This is an optimization exercise on Yosys and OpenROAD, whose aim is small area and a short achievable clock period, not a production implementation. Function was checked by simulation only, so behaviour that the tests miss may differ from the original. Power and IR drop assume default switching activity.

File: config.mk
export PLATFORM = sky130hd
export DESIGN_NAME = mips_exec_stage
export DESIGN_NICKNAME = mips_exec_stage
export VERILOG_FILES = /design/flow/design.v
export SDC_FILE = /design/flow/constraint.sdc
export NUM_CORES = 4
export LEC_CHECK = 0
export CAP_MARGIN = 0
export CORE_MARGIN = 2
export CORE_UTILIZATION = 50
export PLACE_DENSITY = 0.75
export SETUP_SLACK_MARGIN = 3.0
export SLEW_MARGIN = 0
export BUFFER_PORTS_ARGS = -buffer_cell sky130_fd_sc_hd__buf_1
File: constraint.sdc
create_clock -name core_clock -period 8.0 [get_ports {clk}]
set_input_delay 1.6000 -clock core_clock [delete_from_list [all_inputs] [get_ports {clk}]]
set_output_delay 1.6000 -clock core_clock [all_outputs]
set_load 0.01 [all_outputs]
File: design.v
package mips_pkg;
  localparam int WORD_W     = 32;
  localparam int REG_ADDR_W = 5;
  localparam int PC_W       = 30;   
  localparam logic [REG_ADDR_W-1:0] LINK_REG = 5'd31;
  typedef enum logic [5:0] {
    OP_RTYPE  = 6'b000000,
    OP_REGIMM = 6'b000001,   
    OP_J      = 6'b000010,
    OP_JAL    = 6'b000011,
    OP_BEQ    = 6'b000100,
    OP_BNE    = 6'b000101,
    OP_BLEZ   = 6'b000110,
    OP_BGTZ   = 6'b000111,
    OP_ADDI   = 6'b001000,
    OP_ADDIU  = 6'b001001,
    OP_SLTI   = 6'b001010,
    OP_SLTIU  = 6'b001011,
    OP_ANDI   = 6'b001100,
    OP_ORI    = 6'b001101,
    OP_XORI   = 6'b001110,
    OP_LUI    = 6'b001111
  } opcode_e;
  typedef enum logic [5:0] {
    FN_SLL  = 6'b000000,
    FN_SRL  = 6'b000010,
    FN_SRA  = 6'b000011,
    FN_SLLV = 6'b000100,
    FN_SRLV = 6'b000110,
    FN_SRAV = 6'b000111,
    FN_JR   = 6'b001000,
    FN_JALR = 6'b001001,
    FN_ADD  = 6'b100000,
    FN_ADDU = 6'b100001,
    FN_SUB  = 6'b100010,
    FN_SUBU = 6'b100011,
    FN_AND  = 6'b100100,
    FN_OR   = 6'b100101,
    FN_XOR  = 6'b100110,
    FN_NOR  = 6'b100111,
    FN_SLT  = 6'b101010,
    FN_SLTU = 6'b101011
  } func_e;
  typedef enum logic [3:0] {
    ALU_ADD, ALU_SUB, ALU_SLL, ALU_SRL, ALU_SRA, ALU_AND,
    ALU_OR, ALU_XOR, ALU_NOR, ALU_SLT, ALU_SLTU, ALU_LUI
  } alu_mode_e;
  typedef enum logic [3:0] {
    BR_NONE, BR_BEQ, BR_BNE, BR_BLEZ, BR_BGTZ, BR_BLTZ,
    BR_BGEZ, BR_J, BR_JAL, BR_JR, BR_JALR
  } branch_e;
  typedef enum logic [3:0] {
    EXC_RI = 4'd10,
    EXC_OV = 4'd12
  } excode_e;
endpackage
`timescale 1ns/1ns
import mips_pkg::*;
module mips_field_decode
(
  input  logic [WORD_W-1:0]     instr,
  output logic                  imm_op,      
  output logic                  imm_sext,    
  output logic                  sub,         
  output logic                  sh_var,      
  output logic                  sh_left,
  output logic                  sh_arith,
  output logic [1:0]            lop,         
  output logic                  sel_sum,
  output logic                  sel_logic,
  output logic                  sel_less,
  output logic                  less_uns,
  output logic                  sel_sll,
  output logic                  sel_sr,
  output logic                  sel_lui,
  output logic                  sel_link,
  output logic                  br_r,        
  output logic                  br_regimm,   
  output logic                  br_j,        
  output logic                  br_eq,       
  output logic                  br_lez,      
  output logic                  br_inv,      
  output logic                  br_target,   
  output logic                  tgt_jr,
  output logic                  tgt_j,
  output logic                  writes_reg,
  output logic [REG_ADDR_W-1:0] waddr,
  output logic                  checks_ov,
  output logic                  reserved
);
  logic [5:0] op;
  logic [5:0] fn;
  logic [4:0] f_rt;
  logic [4:0] f_rd;
  logic       op_lo0;    
  logic       r_t;       
  logic       i_t;       
  logic       jal;
  logic       fn_ok;
  logic       wr;
  assign op   = instr[31:26];
  assign fn   = instr[5:0];
  assign f_rt = instr[20:16];
  assign f_rd = instr[15:11];
  assign op_lo0 = (op[3:0] == 4'b0000);
  assign r_t    = op_lo0;
  assign i_t    = op[3];
  assign jal    = (op[3:0] == 4'b0011);
  always_comb
  begin
    case (fn)
      6'h00, 6'h02, 6'h03, 6'h04, 6'h06, 6'h07, 6'h08, 6'h09,
      6'h20, 6'h21, 6'h22, 6'h23, 6'h24, 6'h25, 6'h26, 6'h27,
      6'h2a, 6'h2b: fn_ok = 1'b1;
      default:      fn_ok = 1'b0;
    endcase
  end
  always_comb
  begin
    reserved = 1'b0;
    if (op[5:4] != 2'b00)
      reserved = 1'b1;
    else if (op[3:0] == 4'b0000)
      reserved = ~fn_ok;
    else if (op[3:0] == 4'b0001)
      reserved = (f_rt[4:1] != 4'b0000);
  end
  assign imm_op   = i_t;
  assign imm_sext = ~op[2];
  assign sub      = i_t ? op[1] : (fn[1] & ~op[2]);
  assign sh_var   = fn[2];
  assign sh_left  = ~fn[1];
  assign sh_arith = fn[0];
  assign lop      = i_t ? op[1:0] : fn[1:0];
  assign sel_sum   = i_t ? (~op[2] & ~op[1]) : (fn[5] & ~fn[3] & ~fn[2]);
  assign sel_logic = i_t ? (op[2] & ~(op[1] & op[0])) : (fn[5] & fn[2]);
  assign sel_less  = i_t ? (~op[2] & op[1]) : (fn[5] & fn[3]);
  assign less_uns  = i_t ? op[0] : fn[0];
  assign sel_sll   = ~i_t & ~fn[5] & ~fn[1];
  assign sel_sr    = ~i_t & ~fn[5] & fn[1];
  assign sel_lui   = i_t & op[2] & op[1] & op[0];
  assign sel_link  = (r_t & ~fn[5] & fn[3]) | jal;
  assign br_r      = r_t & ~fn[5] & fn[3];
  assign br_regimm = (op[3:0] == 4'b0001);
  assign br_j      = (op[3:1] == 3'b001);
  assign br_eq     = (op[3:1] == 3'b010);
  assign br_lez    = (op[3:1] == 3'b011);
  assign br_inv    = br_regimm ? f_rt[0] : op[0];
  assign br_target = (op[5:3] == 3'b000) &
                     ((op[2:0] == 3'b000) ? (fn[5:1] == 5'b00100) :
                      (op[2:0] == 3'b001) ? (f_rt[4:1] == 4'b0000) : 1'b1);
  assign tgt_jr    = ~op[2] & ~op[1] & ~op[0];
  assign tgt_j     = ~op[2] & op[1];
  assign wr         = (r_t & ~(~fn[5] & fn[3] & ~fn[0])) | i_t | jal;
  assign waddr      = op[3] ? f_rt : (f_rd | {5{op[0]}});
  assign writes_reg = wr & (waddr != 5'd0);
  assign checks_ov  = (r_t & fn[5] & ~fn[3] & ~fn[2] & ~fn[0]) |
                      (op[3] & ~op[2] & ~op[1] & ~op[0]);
endmodule
`timescale 1ns/1ns
import mips_pkg::*;
module mips_alu
#(
  parameter int ADDER = 0    
)
(
  input  logic [WORD_W-1:0] rs_data,
  input  logic [WORD_W-1:0] rt_data,
  input  logic [15:0]       imm,
  input  logic [4:0]        sa,
  input  logic              imm_op,
  input  logic              imm_sext,
  input  logic              sub,
  input  logic              sh_var,
  input  logic              sh_left,
  input  logic              sh_arith,
  input  logic [1:0]        lop,
  input  logic              sel_sum,
  input  logic              sel_logic,
  input  logic              sel_less,
  input  logic              less_uns,
  input  logic              sel_sll,
  input  logic              sel_sr,
  input  logic              sel_lui,
  output logic [WORD_W-1:0] result,
  output logic              overflow,
  output logic              equal
);
  localparam int N = WORD_W;
  logic [N-1:0] a;
  logic [N-1:0] b;
  logic [N-1:0] bx;
  logic [N-1:0] p;
  logic [N-1:0] g;
  logic [N:0]   c;       
  logic [N-1:0] sum;
  logic         less;
  logic [N-1:0] logic_r;
  assign a = rs_data;
  assign b = imm_op ? {{16{imm_sext & imm[15]}}, imm} : rt_data;
  assign bx = b ^ {N{sub}};
  assign p  = a ^ bx;
  assign g  = a & bx;
  logic [N-1:0] gc;
  mips_prefix #(.W(N), .ARCH(ADDER)) i_prefix (
    .g  ({g[N-1:1], g[0] | (p[0] & sub)}),
    .p  (p),
    .gc (gc)
  );
  assign c[N:1] = gc;
  assign c[0] = sub;
  assign sum  = p ^ c[N-1:0];
  assign overflow = c[N-1] ^ c[N];
  assign less  = less_uns ? ~c[N] : (p[N-1] ^ c[N]);
  assign equal = ~|p;
  logic lg_g;
  logic lg_o;
  logic lg_x;
  logic lg_n;
  assign lg_g = sel_logic & (lop == 2'b00);
  assign lg_o = sel_logic & (lop == 2'b01);
  assign lg_x = sel_logic & (lop == 2'b10);
  assign lg_n = sel_logic & (lop == 2'b11);
  assign logic_r = ({N{lg_g}} & g) | ({N{lg_o}} & (p | g)) | ({N{lg_x}} & ~p)
                 | ({N{lg_n}} & ~(a | b));
  logic [4:0]   shamt;
  logic [N-1:0] sh_in;
  logic [N-1:0] sh_out;
  logic         fill;
  assign shamt = sh_var ? rs_data[4:0] : sa;
  assign fill  = sh_arith & rt_data[N-1];
  always_comb
  begin
    for (int i = 0; i < N; i++)
      sh_in[i] = sh_left ? rt_data[N-1-i] : rt_data[i];
  end
  logic [N-1:0] s1, s2, s3, s4;
  assign s1     = shamt[4] ? {{16{fill}}, sh_in[N-1:16]} : sh_in;
  assign s2     = shamt[3] ? {{8{fill}},  s1[N-1:8]}     : s1;
  assign s3     = shamt[2] ? {{4{fill}},  s2[N-1:4]}     : s2;
  assign s4     = shamt[1] ? {{2{fill}},  s3[N-1:2]}     : s3;
  assign sh_out = shamt[0] ? {fill,       s4[N-1:1]}     : s4;
  logic [N-1:0] sh_rev;
  always_comb
  begin
    for (int i = 0; i < N; i++)
      sh_rev[i] = sh_out[N-1-i];
  end
  assign result = ({N{sel_sum}}   & sum)
                | logic_r
                | ({N{sel_less}}  & {{(N-1){1'b0}}, less})
                | ({N{sel_sll}}   & sh_rev)
                | ({N{sel_sr}}    & sh_out)
                | ({N{sel_lui}}   & {imm, 16'h0000});
endmodule
module mips_prefix
#(
  parameter int W    = 32,
  parameter int ARCH = 0    
)
(
  input  logic [W-1:0] g,
  input  logic [W-1:0] p,
  output logic [W-1:0] gc
);
  localparam int LG = (W <= 2) ? 1 : (W <= 4) ? 2 : (W <= 8) ? 3 : (W <= 16) ? 4 : (W <= 32) ? 5 : 6;
  generate
    if (ARCH == 3)
    begin : g_rip
      logic [W-1:0] r;
      assign r[0] = g[0];
      for (genvar i = 1; i < W; i++)
      begin : g_bit
        assign r[i] = g[i] | (p[i] & r[i-1]);
      end
      assign gc = r;
    end
    else if (ARCH == 1)
    begin : g_bk
      logic [W-1:0] gu [0:LG];
      logic [W-1:0] pu [0:LG];
      logic [W-1:0] gd [0:LG];
      assign gu[0] = g;
      assign pu[0] = p;
      for (genvar l = 0; l < LG; l++)
      begin : g_up
        for (genvar i = 0; i < W; i++)
        begin : g_bit
          if (((i + 1) % (2 << l)) == 0)
          begin : g_op
            assign gu[l+1][i] = gu[l][i] | (pu[l][i] & gu[l][i - (1 << l)]);
            assign pu[l+1][i] = pu[l][i] & pu[l][i - (1 << l)];
          end
          else
          begin : g_cp
            assign gu[l+1][i] = gu[l][i];
            assign pu[l+1][i] = pu[l][i];
          end
        end
      end
      assign gd[0] = gu[LG];
      for (genvar k = 0; k < LG - 1; k++)
      begin : g_dn
        localparam int L = LG - 2 - k;
        for (genvar i = 0; i < W; i++)
        begin : g_bit
          if ((i >= (3 << L) - 1) && (((i + 1 - (1 << L)) % (2 << L)) == 0))
          begin : g_op
            assign gd[k+1][i] = gd[k][i] | (pu[LG][i] & gd[k][i - (1 << L)]);
          end
          else
          begin : g_cp
            assign gd[k+1][i] = gd[k][i];
          end
        end
      end
      assign gc = gd[LG-1];
    end
    else
    begin : g_log
      logic [W-1:0] gl [0:LG];
      logic [W-1:0] pl [0:LG];
      assign gl[0] = g;
      assign pl[0] = p;
      for (genvar l = 0; l < LG; l++)
      begin : g_lvl
        for (genvar i = 0; i < W; i++)
        begin : g_bit
          localparam int J = (ARCH == 0) ? ((i >> l) << l) - 1 : i - (1 << l);
          if ((ARCH == 0) ? (((i >> l) & 1) == 1) : (i >= (1 << l)))
          begin : g_op
            assign gl[l+1][i] = gl[l][i] | (pl[l][i] & gl[l][J]);
            assign pl[l+1][i] = pl[l][i] & pl[l][J];
          end
          else
          begin : g_cp
            assign gl[l+1][i] = gl[l][i];
            assign pl[l+1][i] = pl[l][i];
          end
        end
      end
      assign gc = gl[LG];
    end
  endgenerate
endmodule
`timescale 1ns/1ns
import mips_pkg::*;
module mips_branch_unit
#(
  parameter int ADDER = 1
)
(
  input  logic [WORD_W-1:0] rs_data,
  input  logic              equal,
  input  logic [15:0]       branch_offset,
  input  logic [25:0]       jump_index,
  input  logic [PC_W-1:0]   pc_crnt,
  input  logic [PC_W-1:0]   pc_next,
  input  logic              br_r,
  input  logic              br_regimm,
  input  logic              br_j,
  input  logic              br_eq,
  input  logic              br_lez,
  input  logic              br_inv,
  input  logic              br_target,
  input  logic              tgt_jr,
  input  logic              tgt_j,
  output logic              taken,
  output logic [PC_W-1:0]   pc_wdata    
);
  logic            rs_neg;
  logic            rs_zero;
  logic [PC_W-1:0] bta;
  logic [PC_W-1:0] target;
  assign rs_neg  = rs_data[WORD_W-1];
  assign rs_zero = ~|rs_data;
  assign taken = br_r | br_j
               | (br_regimm & (rs_neg ^ br_inv))
               | (br_eq     & (equal ^ br_inv))
               | (br_lez    & ((rs_neg | rs_zero) ^ br_inv));
  logic [16:0]      lo;
  logic             up_step;
  logic [PC_W-17:0] q;
  logic [PC_W-17:0] run;
  logic [15:0]      lg;
  logic [15:0]      lp;
  logic [15:0]      lc;
  assign lg = pc_next[15:0] & branch_offset;
  assign lp = pc_next[15:0] ^ branch_offset;
  mips_prefix #(.W(16), .ARCH(ADDER)) i_prefix (
    .g  (lg),
    .p  (lp),
    .gc (lc)
  );
  assign lo      = {lc[15], lp ^ {lc[14:0], 1'b0}};
  assign up_step = lo[16] ^ branch_offset[15];
  assign q       = pc_next[PC_W-1:16] ^ {(PC_W-16){branch_offset[15]}};
  mips_prefix #(.W(PC_W-16), .ARCH(0)) i_run (
    .g  ({{(PC_W-17){1'b0}}, up_step}),
    .p  ({q[PC_W-18:0], 1'b0}),
    .gc (run)
  );
  assign bta = {pc_next[PC_W-1:16] ^ run, lo[15:0]};
  assign target = tgt_jr ? rs_data[WORD_W-1:2]
                : tgt_j  ? {pc_crnt[PC_W-1:PC_W-4], jump_index}
                :          bta;
  assign pc_wdata = br_target ? target : PC_W'(32'h2000_0000);
endmodule
`timescale 1ns/1ns
import mips_pkg::*;
module mips_commit
#(
  parameter bit MERGE_EPC = 1'b1
)
(
  input  logic                  clk,
  input  logic                  rst_n,
  input  logic                  instr_valid,
  input  logic                  writes_reg,
  input  logic [REG_ADDR_W-1:0] waddr,
  input  logic                  checks_ov,
  input  logic                  reserved,
  input  logic                  link,        
  input  logic [WORD_W-1:0]     alu_result,
  input  logic                  overflow,
  input  logic                  taken,
  input  logic [PC_W-1:0]       pc_wdata,
  input  logic [PC_W-1:0]       pc_crnt,
  input  logic                  cause_bd,
  input  logic                  exl,
  output logic                  greg_wen,
  output logic [REG_ADDR_W-1:0] greg_waddr,
  output logic [WORD_W-1:0]     greg_wdata,
  output logic                  pcreg_wen,
  output logic [PC_W-1:0]       pcreg_wdata,
  output logic                  exception,
  output logic                  cause_wen,
  output logic [3:0]            cause_excode,
  output logic                  epc_wen,
  output logic [WORD_W-1:0]     epc_data
);
  logic            trap;    
  logic            exc;
  logic [PC_W-1:0] epc_word;
  logic [PC_W-1:0] zrun;
  logic            exc_q;
  logic            xwen_q;
  logic [2:1]      excode_q;
  assign trap = reserved | (checks_ov & overflow);
  assign exc  = instr_valid & trap;
  mips_prefix #(.W(PC_W), .ARCH(0)) i_zrun (
    .g  ({{(PC_W-1){1'b0}}, cause_bd & ~(link & ~reserved)}),
    .p  ({~pc_crnt[PC_W-2:0], 1'b0}),
    .gc (zrun)
  );
  assign epc_word = pc_crnt ^ zrun;
  always_ff @(posedge clk)
  begin
    if (!rst_n)
    begin
      greg_wen  <= 1'b0;
      pcreg_wen <= 1'b0;
      exc_q     <= 1'b0;
      xwen_q    <= 1'b0;
    end
    else
    begin
      greg_wen  <= instr_valid & writes_reg & ~trap;
      pcreg_wen <= instr_valid & (trap | taken);
      exc_q     <= exc;
      xwen_q    <= exc & ~exl;   
    end
  end
  assign exception = exc_q;
  assign cause_wen = xwen_q;
  assign epc_wen   = xwen_q;
  always_ff @(posedge clk)
  begin
    greg_waddr  <= waddr;
    pcreg_wdata <= pc_wdata;
    excode_q    <= {~reserved, reserved};
  end
  assign cause_excode = {1'b1, excode_q, 1'b0};
  generate
    if (MERGE_EPC)
    begin : g_merge
      logic [WORD_W-1:0] wdata_q;
      always_ff @(posedge clk)
        wdata_q <= (trap | link) ? {epc_word, 2'b00} : alu_result;
      assign greg_wdata = wdata_q;
      assign epc_data   = wdata_q;
    end
    else
    begin : g_split
      logic [WORD_W-1:0] wdata_q;
      logic [PC_W-1:0]   epc_q;
      always_ff @(posedge clk)
      begin
        wdata_q <= link ? {pc_crnt, 2'b00} : alu_result;
        epc_q   <= epc_word;
      end
      assign greg_wdata = wdata_q;
      assign epc_data   = {epc_q, 2'b00};
    end
  endgenerate
endmodule
`timescale 1ns/1ns
import mips_pkg::*;
module mips_exec_stage
#(
  parameter logic [31:0] EXCEPT_VEC = 32'h8000_0000
)
(
  input  logic                  clk,
  input  logic                  rst_n,
  input  logic                  instr_valid,
  input  logic [WORD_W-1:0]     instr,
  input  logic [WORD_W-1:0]     rs_data,
  input  logic [WORD_W-1:0]     rt_data,
  input  logic [PC_W-1:0]       pc_crnt,
  input  logic [PC_W-1:0]       pc_next,
  input  logic                  cause_bd,
  input  logic                  exl,
  output logic                  greg_wen,
  output logic [REG_ADDR_W-1:0] greg_waddr,
  output logic [WORD_W-1:0]     greg_wdata,
  output logic                  pcreg_wen,
  output logic [PC_W-1:0]       pcreg_wdata,
  output logic                  exception,
  output logic                  cause_wen,
  output logic [3:0]            cause_excode,
  output logic                  epc_wen,
  output logic [WORD_W-1:0]     epc_data
);
  logic                  imm_op;
  logic                  imm_sext;
  logic                  sub;
  logic                  sh_var;
  logic                  sh_left;
  logic                  sh_arith;
  logic [1:0]            lop;
  logic                  sel_sum;
  logic                  sel_logic;
  logic                  sel_less;
  logic                  less_uns;
  logic                  sel_sll;
  logic                  sel_sr;
  logic                  sel_lui;
  logic                  sel_link;
  logic                  br_r;
  logic                  br_regimm;
  logic                  br_j;
  logic                  br_eq;
  logic                  br_lez;
  logic                  br_inv;
  logic                  br_target;
  logic                  tgt_jr;
  logic                  tgt_j;
  logic                  writes_reg;
  logic [REG_ADDR_W-1:0] waddr;
  logic                  checks_ov;
  logic                  reserved;
  logic [WORD_W-1:0]     alu_result;
  logic                  overflow;
  logic                  equal;
  logic                  taken;
  logic [PC_W-1:0]       pc_wdata;
  mips_field_decode i_decode (
    .instr      (instr),
    .imm_op     (imm_op),
    .imm_sext   (imm_sext),
    .sub        (sub),
    .sh_var     (sh_var),
    .sh_left    (sh_left),
    .sh_arith   (sh_arith),
    .lop        (lop),
    .sel_sum    (sel_sum),
    .sel_logic  (sel_logic),
    .sel_less   (sel_less),
    .less_uns   (less_uns),
    .sel_sll    (sel_sll),
    .sel_sr     (sel_sr),
    .sel_lui    (sel_lui),
    .sel_link   (sel_link),
    .br_r       (br_r),
    .br_regimm  (br_regimm),
    .br_j       (br_j),
    .br_eq      (br_eq),
    .br_lez     (br_lez),
    .br_inv     (br_inv),
    .br_target  (br_target),
    .tgt_jr     (tgt_jr),
    .tgt_j      (tgt_j),
    .writes_reg (writes_reg),
    .waddr      (waddr),
    .checks_ov  (checks_ov),
    .reserved   (reserved)
  );
  mips_alu i_alu (
    .rs_data   (rs_data),
    .rt_data   (rt_data),
    .imm       (instr[15:0]),
    .sa        (instr[10:6]),
    .imm_op    (imm_op),
    .imm_sext  (imm_sext),
    .sub       (sub),
    .sh_var    (sh_var),
    .sh_left   (sh_left),
    .sh_arith  (sh_arith),
    .lop       (lop),
    .sel_sum   (sel_sum),
    .sel_logic (sel_logic),
    .sel_less  (sel_less),
    .less_uns  (less_uns),
    .sel_sll   (sel_sll),
    .sel_sr    (sel_sr),
    .sel_lui   (sel_lui),
    .result    (alu_result),
    .overflow  (overflow),
    .equal     (equal)
  );
  mips_branch_unit i_branch (
    .rs_data       (rs_data),
    .equal         (equal),
    .branch_offset (instr[15:0]),
    .jump_index    (instr[25:0]),   
    .pc_crnt       (pc_crnt),
    .pc_next       (pc_next),
    .br_r          (br_r),
    .br_regimm     (br_regimm),
    .br_j          (br_j),
    .br_eq         (br_eq),
    .br_lez        (br_lez),
    .br_inv        (br_inv),
    .br_target     (br_target),
    .tgt_jr        (tgt_jr),
    .tgt_j         (tgt_j),
    .taken         (taken),
    .pc_wdata      (pc_wdata)
  );
  mips_commit i_commit (
    .clk          (clk),
    .rst_n        (rst_n),
    .instr_valid  (instr_valid),
    .writes_reg   (writes_reg),
    .waddr        (waddr),
    .checks_ov    (checks_ov),
    .reserved     (reserved),
    .link         (sel_link),
    .alu_result   (alu_result),
    .overflow     (overflow),
    .taken        (taken),
    .pc_wdata     (pc_wdata),
    .pc_crnt      (pc_crnt),
    .cause_bd     (cause_bd),
    .exl          (exl),
    .greg_wen     (greg_wen),
    .greg_waddr   (greg_waddr),
    .greg_wdata   (greg_wdata),
    .pcreg_wen    (pcreg_wen),
    .pcreg_wdata  (pcreg_wdata),
    .exception    (exception),
    .cause_wen    (cause_wen),
    .cause_excode (cause_excode),
    .epc_wen      (epc_wen),
    .epc_data     (epc_data)
  );
endmodule
File: flow/run.sh
#!/bin/bash
set -e
echo "export BUFFER_PORTS_ARGS = -buffer_cell sky130_fd_sc_hd__buf_1" >> config.mk
export BUFFER_PORTS_ARGS="-buffer_cell sky130_fd_sc_hd__buf_1"
bash standard.sh > standard.log 2>&1
File: standard.sh
#!/bin/bash
# synth_recipe.tcl (not shown) runs the flow's synth.tcl, then flattens the netlist and writes it again
# the make line also repeats each setting of config.mk as NAME=value (left out here)
make -C /OpenROAD-flow-scripts/flow DESIGN_CONFIG=/design/flow/config.mk WORK_HOME=/design/flow/orfs CLKGATE_MAP_FILE= SYNTH_SCRIPT=/design/flow/synth_recipe.tcl "${@:-finish}"
==> summary.txt, run 1 <==
* Crit path time final at 4.924 ns
* Busiest grt layer: met2
* Die Y at 158.9 um
* Via count at between 10k and 15k
* Wirelength per Cell at 26.76 um
* Layout Nets at between 2k and 2.5k
* GRT met2 Usage at 65.11%
* DRC errors left at 0
* First-pass GRT wire length at 82090 um
* CORE AREA at 23540 um2
* Syn. warnings at 16
* Max Cap Viol at 0
* Fmax at 0.2031 GHz
* Final count of hold timing violations at 0
* Post-Layout Inst Area at 13950 um2
* Vias in the first global route at 13.10k
* DR iter-0 viols at 2047
* Total CTS buffers at 9
* Cell count after synthesis at 1599
* Most frequent cell after synthesis: nand2_1
* Library cells used by synthesis at 84
* Peak supply drop at between 0.0001 and 0.00015 V
* Layout Area Growth over Synthesis at 16.21%
* Routed wire length at around 57000 um
* Netlist Area Pre-Place at 12000 um2
* Worst hold path type: in -> reg
* Clk sinks at 73
* #FFs+latches synth at 73
* Worst setup EP type: flop
* Chip width at 158.9 um
* Largest net degree at the start of global routing at 39
* Dpl cell area at approximately 13000 um2
* Clock slew at reported path FFs at 0.07 ns
* Post-synthesis sequential area ratio at 12.17%
* Critical path arrival at 5.16 ns
* Final Cycle Share at 61.56%
* EDFF count, synth at 0
* Crit path max fanout at 38
* Layout cells sized above 1 at 11.73%
* Worst endpoint required time at 8.23 ns
* Ys flop type: dfxtp_1
* Syn_nets at 1857
* Post-DP HPWL at around 44000 um
* Clk buf depth at 2
* Async SR Flop Fraction at 0%
* Antenna viol nets, final at 0
* Pleak at 0.005652 uW
* IO Port Bufs at around 270
* Hold path cells at 2
* Power density over cell area at 150.4 nW/um2
* Outcome: timing/DRC/antenna clean
* Rel. slew slack at between 20 and 30%
* Post-route setup TNS at 0 ns
* Post-synth top cells: nand2_1 (157), mux2i_1 (128), nor2_1 (112)
* Initial core utilization at around half
* First drt pass iteration count at 7
* Startpoint types: input port
* Total gr overflow at 0
* RSZ-0062 raised after global routing: true
* Slew @ Worst Pin at roughly 1.1 ns
* CTS Root Cell: clkbuf_16
* Die Area at 25260 um2
* Met1 Use GR at 55.95%
* Final setup viols at 0
* H-tree levels at 3
* Grt met3 use at approximately 9.0%
* Setup CP Type: in -> reg
* Via/cell ratio at 6.736
* Pins Over Slew Limit at 0
* Routability cong. at 1.078
* ANT cells at 0
* Syn Area/Cell at 7.507 um2
* Synth area leader: dfxtp_1
* Antenna violations before repair at 0
* Ports at 269
* Row cnt at 56
* Area contributors post-synth: dfxtp_1 (12%), mux2i_1 (11%), ha_1 (8.8%), nand2_1 (4.9%), xnor2_1 (4.7%)
* Post-CTS Hold Fix Bufs at 0
* CTS tree: done
* GR Util All Layers at 42.72%
* Top cell type's share of synthesized area at 12.17%
## metal layers
layer / routed length [um] / vias up
li1: - / 6294
met1: 21460 / 6647
met2: 24120 / 1142
met3: 7302 / 183
met4: 3798 / 0
met5: 0 / -
## area by class of cell
type	count	area, um2
Clock buffer	10	229.0
Clock inverter	6	67.56
Fill cell	2237	9593
Inverter	81	304.0
Multi-Input combinational cell	1299	9879
Sequential cell	73	1461
Tap cell	319	399.1
Timing Repair Buffer	330	1609
## placed cells by master, fill, tap and decap left out, drive strengths merged, types with 26 or more instances in the layout
cell type  synthesis  layout
a21o              26      26
a21oi            113     113
a221oi            35      35
buf               88     323
dfxtp             73      73
ha                84      84
inv               81      82
mux2i            131     131
nand2            157     157
nand3             34      35
nor2             112     112
nor3              39      39
o211ai            26      26
o21ai             87      87
xnor2             64      64
## cell families (layout without fill, tap and decap cells)
| kind of cell | Yosys count | in the layout | synth area share, % |
|---|---|---|---|
| buf+inv | 228 | 427 | 9.089 |
| mux | 162 | 162 | 15.37 |
| simple gates | 473 | 474 | 18.93 |
| other cells | 2 | 2 | 0.06256 |
| fa+ha+maj | 97 | 97 | 10.92 |
| compound gates | 478 | 478 | 27.17 |
| xor+xnor | 86 | 86 | 6.275 |
| flops | 73 | 73 | 12.17 |
## state kept, by name (all words and copies together), names as in the netlist
signal                    count
i_commit.g_merge.wdata_q     32
i_commit.pcreg_wdata         30
i_commit.greg_waddr           5
i_commit.excode_q             2
i_commit.exc_q                1
i_commit.greg_wen             1
i_commit.pcreg_wen            1
i_commit.xwen_q               1
## timing repair
item	4_1_cts	5_1_grt
cloned	1	1
setup buffers	8	21
pin swaps	2	13
endpoints found under the setup margin	36	36
gates resized for setup	34	43
## report_power, final
| group | internal (uW) | switching [uW] |
|---|---|---|
| Clock | 244 | 217 |
| Combinational | 441 | 789 |
| Sequential | 393 | 14.4 |
| Total | 1080 | 1020 |
## path summary, 6_finish.rpt
| check | from | to |
|---|---|---|
| worst max-delay path | instr[29] | i_commit.pcreg_wen$_SDFF_PN0_ |
| worst min-delay path | exl | i_commit.xwen_q$_SDFF_PN0_ |
## worst max-delay path: stages
cell and delay, ns:
clkbuf_16 0.20, nand2b_4 0.19, o21ai_4 0.21, buf_12 0.22, xnor2_1 0.17, inv_1 0.08, ha_2 0.43, and4_2 0.30
nand2_1 0.13, a211oi_4 0.31, a211oi_4 0.06, buf_4 0.17, o21ai_4 0.25, nand4b_4 0.27, and3_1 0.40, a21oi_1 0.12
## through the flow
stage	utilization, %	hold slack [ns]	std cells	worst slack, ns	total power, uW
3_5_place_dp	55.59	1.779	2071	1.732	1544
3_3_place_gp	55.59	1.766	2071	1.934	1542
5_1_grt	59.25	1.428	2118	2.982	2179
4_1_cts	57.75	1.399	2096	3.000	2015
2_1_floorplan	-	1.679	1599	3.029	1185
6_report	59.25	1.399	2118	3.076	2098
==> run 2: changes to the inputs <==
--- a/config.mk
+++ b/config.mk
@@ -6,9 +6,9 @@
 export NUM_CORES = 4
 export LEC_CHECK = 0
-export CAP_MARGIN = 0
+export CAP_MARGIN = 20
 export CORE_MARGIN = 2
 export CORE_UTILIZATION = 50
 export PLACE_DENSITY = 0.75
-export SETUP_SLACK_MARGIN = 3.0
-export SLEW_MARGIN = 0
+export SETUP_SLACK_MARGIN = 2.75
+export SLEW_MARGIN = 20
 export BUFFER_PORTS_ARGS = -buffer_cell sky130_fd_sc_hd__buf_1
==> summary.txt, run 2 <==
* Register area at 1461 um2
* Clk sinks at 73
* Filler cells at 2279
* Synth area leader: dfxtp_1
* Power density over cell area at 152.4 nW/um2
* Crit path max fanout at 37
* Pleak at 0.005564 uW
* Worst hold path type: in -> reg
* Slew @ Worst Pin at 1.167 ns
* DR iter-0 viols at 1771
* Peak supply drop at between 0.0001 and 0.00015 V
* Antenna viol nets, final at 0
* GR Util All Layers at 41.66%
* Async SR Flop Fraction at 0%
* First drt pass iteration count at 7
* Largest net degree at the start of global routing at 47
* Worst endpoint required time at 8.22 ns
* Post-synth top cells: nand2_1 (157), mux2i_1 (128), nor2_1 (112)
* Initial core utilization at 50.99%
* Routed wire length at between 50000 and 60000 um
* Outcome: timing/DRC/antenna clean
* Hold_ws at 1.400 ns
* Library cells used by synthesis at 84
* Total CTS buffers at 9
* Layout Area Growth over Synthesis at 13.74%
* Cell count after synthesis at roughly 1.6k
* Syn. warnings at 16
* Layout cells sized above 1 at 8.759%
* Most flops, register: i_commit.g_merge.wdata_q
* Die Y at 158.9 um
* #FFs+latches synth at 73
* Worst setup EP type: flop
* Final setup viols at 0
* Wirelength per Cell at around 26 um
* Area contributors post-synth: dfxtp_1 (12%), mux2i_1 (11%), ha_1 (8.8%), nand2_1 (4.9%), xnor2_1 (4.7%)
* Die Area at 25260 um2
* Netlist Area Pre-Place at about 12000 um2
* Pins Over Slew Limit at 0
* Post-route setup TNS at 0 ns
* Multi-input logic area at 9683 um2
* Ports at 269
* Clk buf depth at 2
* Most common cell after layout, fill and taps aside: buf_1
* Top cell type's share of synthesized area at between 10% and 20%
* RSZ-0062 raised after global routing: false
* Clock slew at reported path FFs at 0.07 ns
* EDFF count, synth at 0
* Max Cap Viol at 0
* First-pass GRT wire length at 80640 um
* Regs by FF count: i_commit.g_merge.wdata_q (32), i_commit.pcreg_wdata (30), i_commit.greg_waddr (5)
* Post-synthesis sequential area ratio at 12.17%
* CTS Root Cell: clkbuf_16
* CORE AREA at 23540 um2
* Final count of hold timing violations at 0
* Layout Nets at 2034
* Via count at around 14k
* Syn Area/Cell at about 7.5 um2
* Chip width at 158.9 um
* Vias in the first global route at 12.93k
* Max reg flops at 32
* IO Port Bufs at 266
* Total gr overflow at 0
* Antenna violations before repair at 1
* Most frequent cell after synthesis: nand2_1
* Routability cong. at ~1.0
* Startpoint types: input port
* Post-DP HPWL at 42830 um
* Row cnt at 56
* Hold path cells at 2
* Most frequent cells in the layout: buf_1 (259), nand2_1 (157), mux2i_1 (124), nor2_1 (112), a21oi_1 (109)
* Critical path arrival at 5.34 ns
* Fmax at 0.1953 GHz
* Ys flop type: dfxtp_1
* Crit path time final at 5.120 ns
* DRC errors left at 0
* Setup CP Type: in -> reg
* Via/cell ratio at 6.644
* Rel. slew slack at a little over 20%
* Syn_nets at about 1.9k
* H-tree levels at 3
* Final Cycle Share at around 64%
* CTS tree: done
## run 2: kinds of logic (layout without fill, tap and decap cells)
| group | after synthesis | count (layout) | share of synthesized area, % |
|---|---|---|---|
| adder cells (fa/ha/maj) | 97 | 97 | 10.92 |
| AO/OA/AOI/OAI | 478 | 478 | 27.17 |
| other | 2 | 3 | 0.06256 |
| multiplexers | 162 | 162 | 15.37 |
| flip-flops | 73 | 73 | 12.17 |
| AND/OR/NAND/NOR | 473 | 473 | 18.93 |
| XOR/XNOR | 86 | 86 | 6.275 |
| buffers and inverters | 228 | 410 | 9.089 |
## run 2: cell type report
cell class | instances | area share, %
multi-input cells | 1298 | 70.92
well taps | 319 | 2.923
flip-flops and latches | 73 | 10.70
inverters | 81 | 2.236
clock buffers | 12 | 1.879
diodes | 1 | 0.01833
repair buffers | 313 | 10.59
clock inverters | 4 | 0.7240
## run 2: power by group
| group | switching, uW | internal [uW] | total, uW |
|---|---|---|---|
| Sequential | 14.1 | 393 | 407 |
| Combinational | 759 | 414 | 1170 |
| Clock | 177 | 323 | 500 |
| Total | 950 | 1130 | 2080 |
## run 2: layer usage
layer / part of all wire (%) / global-route usage, %
met4: 6.3 / 21.45
met5: 0 / 0
met3: 12 / 11.25
met2: 44 / 66.69
met1: 38 / 51.55
## run 2: through the flow
step	power [uW]	worst slack, ns	instance area [um2]	util, %	instances
after global routing	2171	2.760	13650	57.98	2100
after CTS	2030	2.747	13500	57.35	2095
after floorplan	1167	2.762	12060	-	1599
after detailed placement	1508	1.287	12920	54.89	2069
final	2081	2.880	13650	57.99	2101
after global placement	1506	1.393	12920	54.89	2069
## run 2: repair_timing
| action | 4_1_cts | 5_1_grt |
|---|---|---|
| hold buffers | 0 | 0 |
| buffers inserted | 9 | 5 |
| resized for setup | 21 | 28 |
| gates cloned | 1 | 0 |
| pin swaps | 5 | 6 |
| setup endpoints to repair | 36 | 36 |
## run 2: path summary, 6_finish.rpt
path / start / to / slack [ns]
max: instr[29] / i_commit.g_merge.wdata_q[5]$_DFF_P_ / 2.88
min: exl / i_commit.xwen_q$_SDFF_PN0_ / 1.40
## run 2: critical path, cell delays in order
cell and delay [ns]:
clkbuf_8 0.28, nand2b_4 0.21, o21ai_4 0.09, buf_4 0.16, xnor2_2 0.23, inv_1 0.07, ha_1 0.38, a21o_1 0.26
a21o_1 0.20, fa_1 0.38, nand2_1 0.08, a21oi_1 0.07, a2111oi_1 0.77, o21ai_0 0.20, a21oi_1 0.25, mux2i_1 0.10
==> run 3: changes to the inputs <==
--- a/config.mk
+++ b/config.mk
@@ -8,7 +8,7 @@
 export CAP_MARGIN = 20
 export CORE_MARGIN = 2
-export CORE_UTILIZATION = 50
+export CORE_UTILIZATION = 40
 export PLACE_DENSITY = 0.75
-export SETUP_SLACK_MARGIN = 2.75
+export SETUP_SLACK_MARGIN = 3.0
 export SLEW_MARGIN = 20
 export BUFFER_PORTS_ARGS = -buffer_cell sky130_fd_sc_hd__buf_1
==> summary.txt, run 3 <==
* Outcome: timing/DRC/antenna clean
* Slowest cell on crit path: buf_1
* EDFF count, synth at 0
* Util after Layout at 48.36%
* Layout Area Growth over Synthesis at 19.09%
* First drt pass iteration count at 8
* Post-route setup TNS at 0 ns
* Dpl ws at 1.863 ns
* Antenna violations before repair at 3
* Post-CTS Hold Fix Bufs at 0
* Syn_nets at 1857
* Slew @ Worst Pin at 1.124 ns
* Final WS setup at 3.064 ns
* Worst setup EP type: flop
* Rel. slew slack at a little under a quarter
* Filler cells at 2936
* Max Cap Viol at 0
* Largest net degree at the start of global routing at 47
* Syn Area/Cell at 7.507 um2
* Initial core utilization at 40.61%
* Final setup viols at 0
* Worst hold path type: in -> reg
* Fmax at 0.2026 GHz
* Peak supply drop at 0.0001263 V
* Final Cycle Share at 61.70%
* Critical path cell sequence: buf_1, mux2i_1, xnor2_1, inv_1, ha_1, o21a_1, a21o_1, a211oi_4, buf_4, o21ai_4, buf_4, a21oi_4, buf_4, and3_4, mux2i_1
* Power density over cell area at 147.4 nW/um2
* Most common cell after layout, fill and taps aside: buf_1
* Pins Over Slew Limit at 0
* Clock slew at reported path FFs at 0.06 ns
* Row cnt at 63
* Startpoint types: input port
* Ports at 269
* CTS tree: done
* Post-synthesis sequential area ratio at 12.17%
* Layout Nets at 2056
* Async SR Flop Fraction at 0%
* Post-synth top cells: nand2_1 (157), mux2i_1 (128), nor2_1 (112)
* Via count at 14.28k
* GR Util All Layers at 36.29%
* DR iter-0 viols at 1619
* Overall power at 2107 uW
* Critical path arrival at 5.21 ns
* Setup CP Type: in -> reg
* Area contributors post-synth: dfxtp_1 (12%), mux2i_1 (11%), ha_1 (8.8%), nand2_1 (4.9%), xnor2_1 (4.7%)
* CTS Root Cell: clkbuf_16
* CORE AREA at 29560 um2
* Regs by FF count: i_commit.g_merge.wdata_q (32), i_commit.pcreg_wdata (30), i_commit.greg_waddr (5)
* Post-DP HPWL at around 46000 um
* Via/cell ratio at 6.507
* Crit path time final at approximately 4.9 ns
* Die Y at 177.2 um
* Wirelength per Cell at about 27 um
* Routability cong. at 1.035
* Chip width at 177.2 um
* Total CTS buffers at 9
* Most frequent cell after synthesis: nand2_1
* First-pass GRT wire length at 84810 um
* Worst endpoint required time at 8.27 ns
* Antenna viol nets, final at 0
* Layout cells sized above 1 at 12.70%
* Max reg flops at 32
* Routed wire length at 58810 um
* Worst path most repeated cell: buf_4
* RSZ-0062 raised after global routing: true
* Netlist Area Pre-Place at 12000 um2
* Crit path max fanout at 8
* Die Area at 31410 um2
* H-tree levels at 3
* Top cell type's share of synthesized area at ~12%
* Most flops, register: i_commit.g_merge.wdata_q
* IO Port Bufs at 266
* Most frequent cells in the layout: buf_1 (256), nand2_1 (157), mux2i_1 (116), nor2_1 (111), a21oi_1 (108)
* Clk sinks at 73
* #FFs+latches synth at between 70 and 80
* Pleak at 0.005717 uW
* Final count of hold timing violations at 0
* Syn. warnings at 16
* Synth area leader: dfxtp_1
* Library cells used by synthesis at 84
* Ys flop type: dfxtp_1
* Cell count after synthesis at 1599
* Clk buf depth at 2
* DRC errors left at 0
* Total gr overflow at 0
* Critical Path Max Stage Delay at about 0.62 ns
* Vias in the first global route at 13.42k
==> run 3: cell counts after synthesis <==
Identical to the previous run, type by type.
==> run 3: where the power goes <==
part | switching [uW] | total (uW) | internal (uW)
combinational | 797 | 1250 | 453
sequential | 15.7 | 409 | 393
clock | 175 | 448 | 273
==> run 3: timing repair <==
item | CTS | global route
pin swaps | 5 | 18
setup endpoints to repair | 36 | 36
resized for setup | 39 | 72
setup buffers | 15 | 20
gates cloned | 2 | 1
==> run 3: per-layer routing <==
layer,part of all wire [%],global-route usage (%)
met5,0.022,0
met4,5.4,17.84
met3,11,7.668
met2,45,58.61
met1,39,45.73
==> run 3: through the flow <==
stage / instances / hold WS, ns / instance area (um2)
after floorplan: 1599 / 1.679 / 12240
final: 2195 / 1.398 / 14300
after detailed placement: 2139 / 1.769 / 13160
after global placement: 2139 / 1.768 / 13160
after global routing: 2193 / 1.414 / 14290
after CTS: 2172 / 1.394 / 13810
==> run 3: layout make-up <==
type	count	area, um2	area share, %
tap	390	488.0	3.414
multi-input combinational	1299	10060	70.38
inverter	81	310.3	2.171
antenna	2	5.005	0.03501
clock buffer	9	225.2	1.575
clock inverter	7	93.84	0.6565
sequential	73	1461	10.22
timing repair buffer	334	1650	11.54
==> run 3: critical path: cells and delay by family <==
kind | cells | cell delay, ns
adder cells (fa/ha/maj) | 1 | 0.36
AND/OR/NAND/NOR | 1 | 0.26
XOR/XNOR | 1 | 0.29
multiplexers | 2 | 0.58
buffers and inverters | 5 | 1.22
AO/OA/AOI/OAI | 5 | 0.89
==> run 3: cells by family (layout without fill, tap and decap cells) <==
logic type | count (synthesis) | in the layout | synth area share (%)
flops | 73 | 73 | 12.17
xor+xnor | 86 | 86 | 6.275
mux | 162 | 162 | 15.37
compound gates | 478 | 478 | 27.17
buf+inv | 228 | 431 | 9.089
simple gates | 473 | 474 | 18.93
fa+ha+maj | 97 | 97 | 10.92
other cells | 2 | 4 | 0.06256
==> run 3: worst paths after layout <==
kind,to,from,cells after the start
worst max-delay path,i_commit.g_merge.wdata_q[2]$_DFF_P_,instr[10],15
worst min-delay path,i_commit.xwen_q$_SDFF_PN0_,exl,2
==> run 4: changes to the inputs <==
--- a/config.mk
+++ b/config.mk
@@ -8,5 +8,6 @@
 export CAP_MARGIN = 20
 export CORE_MARGIN = 2
-export CORE_UTILIZATION = 40
+export CORE_UTILIZATION = 50
+export GPL_ROUTABILITY_DRIVEN = 0
 export PLACE_DENSITY = 0.75
 export SETUP_SLACK_MARGIN = 3.0
==> summary.txt, run 4 <==
* Overall power at approximately 2000 uW
* Via count at 14.41k
* Most flops, register: i_commit.g_merge.wdata_q
* Placed insts at 2062
* Row cnt at 56
* CTS tree: done
* Pleak at 0.005612 uW
* Post-DP HPWL at 38950 um
* Clock slew at reported path FFs at 0.07 ns
* Filler cells at ~2.2k
* Regs by FF count: i_commit.g_merge.wdata_q (32), i_commit.pcreg_wdata (30), i_commit.greg_waddr (5)
* Fin cells at roughly 2.1k
* IO Port Bufs at 266
* Worst setup EP type: flop
* Clk sinks at 73
* Worst hold path type: in -> reg
* Hold path cells at 2
* Hold endpoint: i_commit.xwen_q$_SDFF_PN0_
* Vias in the first global route at 12.80k
* Layout cells sized above 1 at between 10% and 20%
* Syn. warnings at 16
* First-pass GRT wire length at about 75000 um
* Post-synth top cells: nand2_1 (157), mux2i_1 (128), nor2_1 (112)
* Post-route setup TNS at 0 ns
* Setup CP Type: in -> reg
* Post-CTS Hold Fix Bufs at 0
* ANT cells at 0
* Antenna viol nets, final at 0
* DRC errors left at 0
* CTS Root Cell: clkbuf_16
* Total gr overflow at 0
* Synth area leader: dfxtp_1
* Max reg flops at 32
* Via/cell ratio at about 7
* Critical path cell sequence: buf_16, nand2b_4, o21ai_4, buf_12, buf_6, xnor2_1, inv_1, ha_1, nand4_1, a21boi_2, or2_4, a21o_1, fa_2, a32oi_2, o21ai_0, a21oi_1, mux2i_1
* Crit path time final at roughly 5.0 ns
* Routed wire length at 51650 um
* Most frequent cell after synthesis: nand2_1
* Top cell type's share of synthesized area at 12.17%
* Syn Area/Cell at 7.507 um2
* Netlist Area Pre-Place at 12000 um2
* Async SR Flop Fraction at 0%
* Cell count after synthesis at 1599
* Critical Path Max Stage Delay at between 0.4 and 0.5 ns
* Syn_nets at approximately 1.9k
* Most frequent cells in the layout: buf_1 (256), nand2_1 (157), mux2i_1 (121), nor2_1 (111), a21oi_1 (109)
* Area contributors post-synth: dfxtp_1 (12%), mux2i_1 (11%), ha_1 (8.8%), nand2_1 (4.9%), xnor2_1 (4.7%)
* Library cells used by synthesis at 84
* #FFs+latches synth at 73
* Layout Area Growth over Synthesis at 15.66%
* Fmax at 0.2009 GHz
* Max Cap Viol at 0
* Die Y at 158.9 um
* Ports at 269
* Most common cell after layout, fill and taps aside: buf_1
* Detail Route met2 WL at 21380 um
* GR Util All Layers at 38.03%
* Layout Nets at 2046
* Final count of hold timing violations at 0
* Ys flop type: dfxtp_1
* Die Area at 25260 um2
* CORE AREA at 23540 um2
* Power density over cell area at around 150 nW/um2
* Slew @ Worst Pin at 1.226 ns
* H-tree levels at 3
* Peak supply drop at 0.0001226 V
* Chip width at 158.9 um
* Worst hold start: exl
* First drt pass iteration count at 8
* Clk buf depth at 2
* Wirelength per Cell at 24.46 um
* RSZ-0062 raised after global routing: true
* Final setup viols at 0
* Crit path max fanout at 24
* Antenna violations before repair at 3
* Total CTS buffers at 9
* Final Cycle Share at 62.22%
* Largest net degree at the start of global routing at 48
* Pins Over Slew Limit at 0
* DR iter-0 viols at 2251
* Initial core utilization at 50.99%
* Outcome: timing/DRC/antenna clean
* WL met1 at 18390 um
* Startpoint types: input port
* Worst endpoint required time at about 8.3 ns
* Met3 routed WL at 7739 um
* Critical path arrival at around 5.2 ns
* EDFF count, synth at 0
* Post-synthesis sequential area ratio at 12.17%
* Rel. slew slack at 18.25%
* Slowest cell on crit path: fa_2
* Max layer used: met5
==> run 4: cell counts after synthesis <==
No cell type changed its count.
==> run 4: through the flow <==
stage               utilization, %  instance area [um2]  worst slack [ns]  hold WS [ns]
global route                 58.97                13880             2.921         1.438
finish                       58.97                13880             3.022         1.395
CTS                          57.26                13480             2.999         1.404
detailed placement           55.28                13020             1.696         1.771
floorplan                        -                12240             3.029         1.679
global placement             55.28                13020             1.812         1.767
==> run 4: critical path, delay by kind of cell <==
family	cells	cell delay [ns]
xor+xnor	1	0.20
simple gates	3	0.61
compound gates	6	1.27
mux	1	0.10
fa+ha+maj	2	0.81
buf+inv	4	0.61
==> run 4: cells by family after synthesis <==
kind of cell | Yosys count | synth area share, %
AND/OR/NAND/NOR | 473 | 18.93
XOR/XNOR | 86 | 6.275
other | 2 | 0.06256
multiplexers | 162 | 15.37
flip-flops | 73 | 12.17
AO/OA/AOI/OAI | 478 | 27.17
buffers and inverters | 228 | 9.089
adder cells (fa/ha/maj) | 97 | 10.92
==> run 4: worst max-delay path by stage <==
| stage | startpoint | endpoint | cells past startpoint |
|---|---|---|---|
| after floorplan | instr[1] | i_commit.g_merge.wdata_q[15]$_DFF_P_ | 17 |
| after global placement | instr[29] | i_commit.g_merge.wdata_q[22]$_DFF_P_ | 14 |
| after detailed placement | instr[29] | i_commit.g_merge.wdata_q[14]$_DFF_P_ | 14 |
| after CTS | instr[15] | i_commit.g_merge.wdata_q[14]$_DFF_P_ | 17 |
| after global routing | instr[15] | i_commit.g_merge.wdata_q[27]$_DFF_P_ | 18 |
| final | instr[29] | i_commit.g_merge.wdata_q[8]$_DFF_P_ | 17 |
==> run 4: timing repair <==
item / 4_1_cts / 5_1_grt
gates resized for setup: 28 / 42
pin swaps: 3 / 17
buffers inserted: 7 / 24
gates cloned: 1 / 2
setup endpoints to repair: 36 / 36
==> run 4: layer usage <==
| layer | vias up | track usage (%) |
|---|---|---|
| met5 | - | 0 |
| met4 | 4 | 22.81 |
| met3 | 292 | 12.48 |
| met2 | 1240 | 57.60 |
| met1 | 6583 | 47.09 |
| li1 | 6287 | - |
==> run 4: final cells by class <==
cell class	count	area (um2)	share of cell area [%]
clock inverters	6	66.31	0.4777
clock buffers	10	239.0	1.721
repair buffers	324	1545	11.13
well taps	319	399.1	2.875
flip-flops and latches	73	1461	10.53
multi-input cells	1299	9862	71.03
inverters	81	310.3	2.235
==> run 4: report_power, final <==
group          internal (uW)  total [uW]  switching, uW  leakage, uW
clock                    251         434            183     0.000141
combinational            431        1190            757      0.00487
sequential               393         407           14.2     0.000605
==> run 5: changes to the inputs <==
--- a/config.mk
+++ b/config.mk
@@ -9,7 +9,7 @@
 export CORE_MARGIN = 2
 export CORE_UTILIZATION = 50
-export GPL_ROUTABILITY_DRIVEN = 0
 export PLACE_DENSITY = 0.75
 export SETUP_SLACK_MARGIN = 3.0
 export SLEW_MARGIN = 20
+export TNS_END_PERCENT = 5
 export BUFFER_PORTS_ARGS = -buffer_cell sky130_fd_sc_hd__buf_1
==> summary.txt, run 5 <==
* Largest net degree at the start of global routing at 67
* Register area at around 1500 um2
* IO Port Bufs at 266
* Routability cong. at 1.001
* Layout Area Growth over Synthesis at 17.24%
* Worst hold path type: in -> reg
* Final count of hold timing violations at 0
* Final WS setup at 3.052 ns
* Die Area at 25260 um2
* Critical path arrival at 5.23 ns
* Clk buf depth at 2
* Most common cell after layout, fill and taps aside: buf_1
* RSZ-0062 raised after global routing: true
* Most frequent cells in the layout: buf_1 (256), nand2_1 (156), mux2i_1 (113), nor2_1 (111), a21oi_1 (109)
* Pins Over Slew Limit at 0
* Peak supply drop at 0.0001314 V
* Post-synthesis sequential area ratio at 12.17%
* #FFs+latches synth at 73
* Post-DP HPWL at approximately 42000 um
* Antenna violations before repair at 1
* Final setup viols at 0
* CORE AREA at about 24000 um2
* Clk sinks at 73
* Post-synth top cells: nand2_1 (157), mux2i_1 (128), nor2_1 (112)
* Power density over cell area at around 150 nW/um2
* Worst setup startpoint: instr[29]
* Crit path to: i_commit.g_merge.wdata_q[16]$_DFF_P_
* Cell count after synthesis at about 1.6k
* Switching power at between 900 and 1000 uW
* Final Cycle Share at 61.84%
* Worst endpoint required time at 8.28 ns
* Slew @ Worst Pin at roughly 1.2 ns
* Via count at 14.23k
* Startpoint types: input port
* Most frequent cell after synthesis: nand2_1
* CTS Root Cell: clkbuf_16
* Crit path max fanout at 9
* Crit path time final at 4.948 ns
* Total gr overflow at 0
* Layout cells sized above 1 at 11.40%
* First drt pass iteration count at 7
* Worst setup EP type: flop
* Row cnt at 56
* Total CTS buffers at 9
* Max reg flops at 32
* Syn_nets at 1857
* Syn. warnings at 16
* Syn Area/Cell at around 7.5 um2
* Dpl ws at 1.808 ns
* Filler cells at 2235
* Overall power at about 2100 uW
* Routed wire length at 55630 um
* Via/cell ratio at between 6 and 7
* Outcome: timing/DRC/antenna clean
* Clock share of power at 24.3%
* First-pass GRT wire length at 81280 um
* Pleak at 0.005672 uW
* Switching share of power at 46.46%
* Ys flop type: dfxtp_1
* Clock slew at reported path FFs at 0.07 ns
* Initial core utilization at 50.99%
* Max Cap Viol at 0
* Netlist Area Pre-Place at 12000 um2
* EDFF count, synth at 0
* H-tree levels at 3
* DRC errors left at 0
* Antenna viol nets, final at 0
* Async SR Flop Fraction at 0%
* CTS tree: done
* Wirelength per Cell at 26.25 um
* Most flops, register: i_commit.g_merge.wdata_q
* Synth area leader: dfxtp_1
* Sequential Power Share at 19.2%
* Die Y at between 150 and 200 um
* Internal power at 1136 uW
* Regs by FF count: i_commit.g_merge.wdata_q (32), i_commit.pcreg_wdata (30), i_commit.greg_waddr (5)
* Post-CTS Hold Fix Bufs at 0
* Chip width at roughly 160 um
* Library cells used by synthesis at 84
* Post-route setup TNS at 0 ns
* Area contributors post-synth: dfxtp_1 (12%), mux2i_1 (11%), ha_1 (8.8%), nand2_1 (4.9%), xnor2_1 (4.7%)
* Rel. slew slack at a little over a fifth
* Multi-input logic area at around 9900 um2
* Top cell type's share of synthesized area at 12.17%
* Layout Nets at 2052
* Vias in the first global route at 13.33k
* Logic pwr share at between 50% and 60%
* DR iter-0 viols at 1771
* Ports at 269
* GR Util All Layers at roughly two fifths
* Fmax at between 0.2 and 0.25 GHz
* Setup CP Type: in -> reg
-- run 5: cell types whose count changed in the layout (fill, tap and decap cells not counted), sizes merged --
cell / change
buf: +2
bufinv: +2
clkinvlp: -2
inv: +2
clkbuf: +1
clkdlybuf4s15: +1
clkinv: -1
diode: +1
o21ai: +1
-- run 5: routing by layer --
| layer | global-route usage (%) | vias up | wire length [um] |
|---|---|---|---|
| li1 | - | 6305 | - |
| met3 | 9.325 | 213 | 6424 |
| met2 | 66.55 | 1040 | 24070 |
| met4 | 23.47 | 0 | 3802 |
| met5 | 0 | - | 0 |
| met1 | 52.81 | 6673 | 21340 |
-- run 5: how the worst min path moves through the flow --
stage	from	endpoint	slack (ns)	cells after the start
2_1_floorplan	exl	i_commit.xwen_q$_SDFF_PN0_	1.68	1
3_3_place_gp	exl	i_commit.xwen_q$_SDFF_PN0_	1.77	2
3_5_place_dp	exl	i_commit.xwen_q$_SDFF_PN0_	1.76	2
4_1_cts	exl	i_commit.xwen_q$_SDFF_PN0_	1.40	2
5_1_grt	exl	i_commit.xwen_q$_SDFF_PN0_	1.41	2
6_report	exl	i_commit.xwen_q$_SDFF_PN0_	1.40	2
-- run 5: power groups by stage --
stage	clock network, uW	logic, uW	registers, uW
detailed placement	0	1100	415
global route	528	1270	409
global placement	0	1100	414
finish	515	1200	406
floorplan	0	756	428
CTS	512	1120	407
-- run 5: layout make-up --
cell class	instances	share of cell area [%]
multi-input combinational	1300	70.66
timing repair buffer	329	11.42
sequential	73	10.38
tap	319	2.836
inverter	81	2.205
clock buffer	9	1.600
clock inverter	7	0.8802
antenna	1	0.01778
-- run 5: worst max-delay path: stages --
cell       delay, ns
clkbuf_4        0.19
buf_12          0.19
buf_16          0.19
mux2i_4         0.32
xnor2_4         0.11
fa_2            0.41
a21o_1          0.20
nand4_1         0.09
buf_4           0.16
a21o_1          0.19
nand3_1         0.18
a221oi_2        0.32
fa_1            0.46
o2111ai_1       0.32
a221oi_1        0.10
mux2i_1         0.17
-- run 5: cells by family (layout without fill, tap and decap cells) --
family	Yosys count	after routing	synth area share [%]
AOI/OAI and AO/OA	478	479	27.17
adders and majority gates	97	97	10.92
DFF	73	73	12.17
other	2	3	0.06256
muxes	162	162	15.37
and+or+nand+nor	473	474	18.93
xor gates and xnor gates	86	86	6.275
buffers and inverters	228	426	9.089
-- run 5: what timing repair did --
action,in CTS,in global routing
setup buffers,8,22
endpoints found under the hold margin,0,0
setup endpoints to repair,36,36
pin swaps,4,8
cloned,2,2
gates resized for setup,32,45
-- run 5: stage by stage --
stage                     utilization, %  hold WS [ns]  area (um2)  std cells
after floorplan                        -         1.679       12230       1599
after detailed placement           55.42         1.764       13050       2068
after CTS                          57.75         1.396       13600       2094
after global placement             55.42         1.767       13050       2068
after global routing               59.77         1.410       14070       2118
final                              59.78         1.395       14070       2119
==> run 6: changes to the inputs <==
--- a/config.mk
+++ b/config.mk
@@ -9,7 +9,7 @@
 export CORE_MARGIN = 2
 export CORE_UTILIZATION = 50
+export GPL_TIMING_DRIVEN = 0
 export PLACE_DENSITY = 0.75
 export SETUP_SLACK_MARGIN = 3.0
 export SLEW_MARGIN = 20
-export TNS_END_PERCENT = 5
 export BUFFER_PORTS_ARGS = -buffer_cell sky130_fd_sc_hd__buf_1
==> summary.txt, run 6 <==
* Outcome: timing/DRC/antenna clean
* Routed wire length at 61050 um
* Vias in the first global route at 14.16k
* Clk sinks at 73
* Via count at 15.34k
* Crit path max fanout at 10
* Max reg flops at 32
* Layout Area Growth over Synthesis at 26.48%
* Antenna viol nets, final at 0
* Via/cell ratio at just under 7
* Hold_ws at 1.393 ns
* Library cells used by synthesis at 84
* Post-CTS Hold Fix Bufs at 0
* Max Cap Viol at 0
* Final setup viols at 0
* Most frequent cells in the layout: buf_1 (267), nand2_1 (156), mux2i_1 (114), nor2_1 (110), a21oi_1 (108)
* Hold path cells at 2
* DRC errors left at 0
* RSZ-0062 raised after global routing: true
* Final Cycle Share at 63.04%
* Row cnt at 56
* Peak supply drop at slightly above 0.0001 V
* Netlist Area Pre-Place at 12000 um2
* H-tree levels at 3
* Pleak at 0.006178 uW
* Sequential Power Share at a little under a fifth
* Startpoint types: input port
* Clock share of power at 20.2%
* GR Util All Layers at 45.98%
* Critical path arrival at 5.35 ns
* First-pass GRT wire length at 88200 um
* CTS tree: done
* Layout cells sized above 1 at 16.19%
* Final count of hold timing violations at 0
* Async SR Flop Fraction at 0%
* Ys flop type: dfxtp_1
* Chip width at 158.9 um
* First drt pass iteration count at 8
* Total gr overflow at 0
* DR iter-0 viols at 1968
* Worst setup EP type: flop
* Antenna violations before repair at 2
* Top cell type's share of synthesized area at 12.17%
* Syn Area/Cell at 7.507 um2
* Clk buf depth at 2
* Switching share of power at roughly half
* Pins Over Slew Limit at 0
* Syn. warnings at 16
* Routability cong. at roughly 1.1
* Layout Nets at between 2k and 2.5k
* Post-route setup TNS at 0 ns
* Rel. slew slack at under 10%
* Worst endpoint required time at about 8.3 ns
* Internal power at 1126 uW
* Post-synth top cells: nand2_1 (157), mux2i_1 (128), nor2_1 (112)
* Dpl ws at 1.330 ns
* Post-synthesis sequential area ratio at approximately an eighth
* Total CTS buffers at 9
* Switching power at about 1100 uW
* Initial core utilization at 50.99%
* Syn_nets at 1857
* Most flops, register: i_commit.g_merge.wdata_q
* Cell count after synthesis at 1599
* EDFF count, synth at 0
* Post-DP HPWL at 47760 um
* Most frequent cell after synthesis: nand2_1
* Die Y at 158.9 um
* Clock slew at reported path FFs at 0.08 ns
* Setup CP Type: in -> reg
* Logic pwr share at about three fifths
* Slew @ Worst Pin at 1.358 ns
* Regs by FF count: i_commit.g_merge.wdata_q (32), i_commit.pcreg_wdata (30), i_commit.greg_waddr (5)
* Crit path time final at approximately 5.0 ns
* Placed insts at 2183
* IO Port Bufs at about 270
* #FFs+latches synth at 73
* CORE AREA at 23540 um2
* Largest net degree at the start of global routing at 16
* Synth area leader: dfxtp_1
* Power density over cell area at around 150 nW/um2
* Fin cells at 2254
* Final WS setup at approximately 3 ns
* Ports at 269
* Most common cell after layout, fill and taps aside: buf_1
* Wirelength per Cell at 27.09 um
* Worst hold path type: in -> reg
* Die Area at 25260 um2
* CTS Root Cell: clkbuf_16
* Fmax at 0.1983 GHz
* Area contributors post-synth: dfxtp_1 (12%), mux2i_1 (11%), ha_1 (8.8%), nand2_1 (4.9%), xnor2_1 (4.7%)
[run 6: cells by family after synthesis]
logic type,share of synthesized area [%]
XOR/XNOR,6.275
adder cells (fa/ha/maj),10.92
other,0.06256
AO/OA/AOI/OAI,27.17
buffers and inverters,9.089
flip-flops,12.17
AND/OR/NAND/NOR,18.93
multiplexers,15.37
[run 6: worst paths after layout]
check	startpoint	to
worst max-delay path	instr[5]	i_commit.g_merge.wdata_q[31]$_DFF_P_
worst min-delay path	exl	i_commit.xwen_q$_SDFF_PN0_
[run 6: routing by layer]
| metal | track usage [%] | vias up | wire length, um |
|---|---|---|---|
| met5 | 0 | - | 0 |
| met4 | 31.86 | 0 | 5122 |
| met3 | 12.66 | 308 | 8010 |
| met2 | 69.53 | 1290 | 25340 |
| met1 | 56.88 | 7168 | 22580 |
| li1 | - | 6575 | - |
[run 6: power groups by stage]
stage	clock network, uW	registers (uW)	logic (uW)
floorplan	0	428	757
CTS	433	407	1240
global route	446	410	1420
detailed placement	0	415	1170
global placement	0	414	1160
finish	446	407	1360
[run 6: per-stage QoR]
step	utilization, %	total power (uW)	cell area [um2]
6_report	64.49	2208	15180
5_1_grt	64.47	2277	15180
4_1_cts	61.65	2076	14510
3_5_place_dp	57.95	1581	13640
3_3_place_gp	57.92	1572	13640
2_1_floorplan	-	1185	12240
[run 6: layout make-up]
class / count / area (um2)
flip-flops and latches: 73 / 1461
multi-input cells: 1298 / 10220
repair buffers: 318 / 1509
well taps: 319 / 399.1
diodes: 2 / 5.005
plain buffers: 147 / 998.5
fillers: 2089 / 8361
inverters: 81 / 304.0
clock buffers: 9 / 225.2
clock inverters: 7 / 60.06
[run 6: worst max-delay path, cell delays in order]
cell	delay [ns]
buf_1	0.31
buf_2	0.39
mux2i_2	0.21
xnor2_1	0.23
inv_1	0.10
ha_4	0.32
nand4_1	0.26
buf_4	0.25
a211oi_4	0.30
a211oi_4	0.10
o21ai_4	0.33
nor3b_1	0.47
o21ai_0	0.25
a31oi_1	0.21
[run 6: timing repair]
item                       CTS  global route
setup buffers               22            28
resized for setup           99            89
pin swaps                   20            24
setup endpoints to repair   36            36
cloned                       0             3
==> run 7: changes to the inputs <==
--- a/config.mk
+++ b/config.mk
@@ -9,5 +9,7 @@
 export CORE_MARGIN = 2
 export CORE_UTILIZATION = 50
-export GPL_TIMING_DRIVEN = 0
+export CTS_BUF_LIST = sky130_fd_sc_hd__clkbuf_8
+export CTS_CLUSTER_DIAMETER = 40
+export CTS_CLUSTER_SIZE = 8
 export PLACE_DENSITY = 0.75
 export SETUP_SLACK_MARGIN = 3.0
==> summary.txt, run 7 <==
* Switching share of power at 50.87%
* Register area at 1461 um2
* Most common cell after layout, fill and taps aside: buf_1
* Filler cells at 2246
* Post-synthesis sequential area ratio at 12.17%
* First-pass GRT wire length at 82280 um
* CTS tree: done
* Regs by FF count: i_commit.g_merge.wdata_q (32), i_commit.pcreg_wdata (30), i_commit.greg_waddr (5)
* Post-synth top cells: nand2_1 (157), mux2i_1 (128), nor2_1 (112)
* H-tree levels at 3
* Crit path time final at 4.945 ns
* Peak supply drop at 0.00008246 V
* Internal power at 971.7 uW
* Top cell type's share of synthesized area at 12.17%
* Chip width at 158.9 um
* Synth area leader: dfxtp_1
* Cell count after synthesis at 1599
* Total CTS buffers at 9
* Routed wire length at roughly 57000 um
* Antenna violations before repair at 0
* EDFF count, synth at 0
* Crit path max fanout at 38
* Setup CP Type: in -> reg
* Pins Over Slew Limit at 0
* Slowest cell on crit path: ha_1
* Worst hold path type: in -> reg
* Clk sinks at 73
* Worst path most repeated cell: buf_4
* Power density over cell area at 143.2 nW/um2
* Logic pwr share at 61.8%
* Rel. slew slack at 31.80%
* DRC errors left at 0
* First drt pass iteration count at 6
* Initial core utilization at 50.99%
* Critical path arrival at about 5.3 ns
* Sequential Power Share at slightly above 20%
* Vias in the first global route at 13.12k
* Crit path max-delay family: compound AO/OA/AOI/OAI gates
* Ports at 269
* Row cnt at 56
* Netlist Area Pre-Place at approximately 12000 um2
* Post-CTS Hold Fix Bufs at 0
* Antenna viol nets, final at 0
* Clk buf depth at 2
* Wirelength per Cell at 26.84 um
* Die Area at 25260 um2
* Layout Area Growth over Synthesis at 15.07%
* Final setup viols at 0
* Total gr overflow at 0
* Via/cell ratio at 6.739
* Post-DP HPWL at 44040 um
* Most frequent cell after synthesis: nand2_1
* CTS Root Cell: clkbuf_8
* Layout Nets at 2051
* #FFs+latches synth at 73
* Outcome: timing/DRC/antenna clean
* Max Cap Viol at 0
* Post-route setup TNS at 0 ns
* Die Y at 158.9 um
* Overall power at 1978 uW
* Routability cong. at ~1.1
* Fmax at 0.2022 GHz
* Startpoint types: input port
* Critical path cell sequence: buf_12, buf_4, o21ai_0, buf_4, buf_4, o21ai_0, xnor2_1, inv_1, ha_1, inv_1, o21ai_0, a21oi_1, o21a_1, o41ai_4, a21oi_4, buf_12, nand3_4, buf_4, mux2i_1
* Layout cells sized above 1 at 11.29%
* Clock slew at reported path FFs at 0.10 ns
* Most frequent cells in the layout: buf_1 (251), nand2_1 (157), mux2i_1 (118), nor2_1 (111), a21oi_1 (108)
* Area contributors post-synth: dfxtp_1 (12%), mux2i_1 (11%), ha_1 (8.8%), nand2_1 (4.9%), xnor2_1 (4.7%)
* Final Cycle Share at 61.82%
* Syn. warnings at 16
* Switching power at 1006 uW
[run 7: cell counts after synthesis]
No cell type changed its count.
[run 7: final timing paths]
| path | start | to | slack (ns) | cells past startpoint |
|---|---|---|---|---|
| worst max-delay path | instr[29] | i_commit.g_merge.wdata_q[23]$_DFF_P_ | 3.05 | 19 |
| worst min-delay path | exl | i_commit.xwen_q$_SDFF_PN0_ | 1.36 | 2 |
[run 7: power groups by stage]
| stage | sequential (uW) | clock, uW | combinational (uW) |
|---|---|---|---|
| 2_1_floorplan | 428 | 0 | 757 |
| 3_3_place_gp | 414 | 0 | 1130 |
| 3_5_place_dp | 415 | 0 | 1130 |
| 4_1_cts | 407 | 344 | 1150 |
| 5_1_grt | 410 | 357 | 1290 |
| 6_report | 407 | 349 | 1220 |
[run 7: what timing repair did]
item	4_1_cts	5_1_grt
resized for setup	35	32
buffers inserted	4	24
setup endpoints to repair	36	36
gates cloned	1	1
pin swaps	3	10
[run 7: final cells by class]
type	count	share of cell area (%)
well taps	319	2.890
inverters	81	2.201
clock buffers	9	0.8967
flip-flops and latches	73	10.58
multi-input cells	1299	71.30
clock inverters	7	0.5163
repair buffers	329	11.62
[run 7: stage by stage]
stage / area (um2) / setup WS [ns] / hold slack [ns] / std cells / util [%]
after floorplan: 12240 / 3.029 / 1.679 / 1599 / -
after detailed placement: 13090 / 1.732 / 1.779 / 2071 / 55.59
after CTS: 13460 / 3.000 / 1.358 / 2092 / 57.19
after global routing: 13810 / 2.963 / 1.381 / 2117 / 58.67
final: 13810 / 3.055 / 1.360 / 2117 / 58.67
after global placement: 13090 / 1.934 / 1.766 / 2071 / 55.59
[run 7: kinds of logic after synthesis]
kind of cell / synth area share, %
flip-flops: 12.17
multiplexers: 15.37
buffers and inverters: 9.089
other: 0.06256
AND/OR/NAND/NOR: 18.93
XOR/XNOR: 6.275
adder cells (fa/ha/maj): 10.92
AO/OA/AOI/OAI: 27.17
[run 7: metal layers]
layer	vias to the layer above	track usage (%)	share of wire, %
met5	-	0	0
met4	0	23.02	6.5
met3	195	9.508	13
met2	1105	66.12	43
met1	6666	55.94	38
li1	6301	-	-

Re-timed with assumed drivers on the ports (clkbuf_16 on the clock, buf_2 on other inputs), run 7 has 3.038 ns of setup slack against 3.055 ns with ideal ports, and 2.600 ns once port delays also move by the mid clock arrival of 0.438 ns.
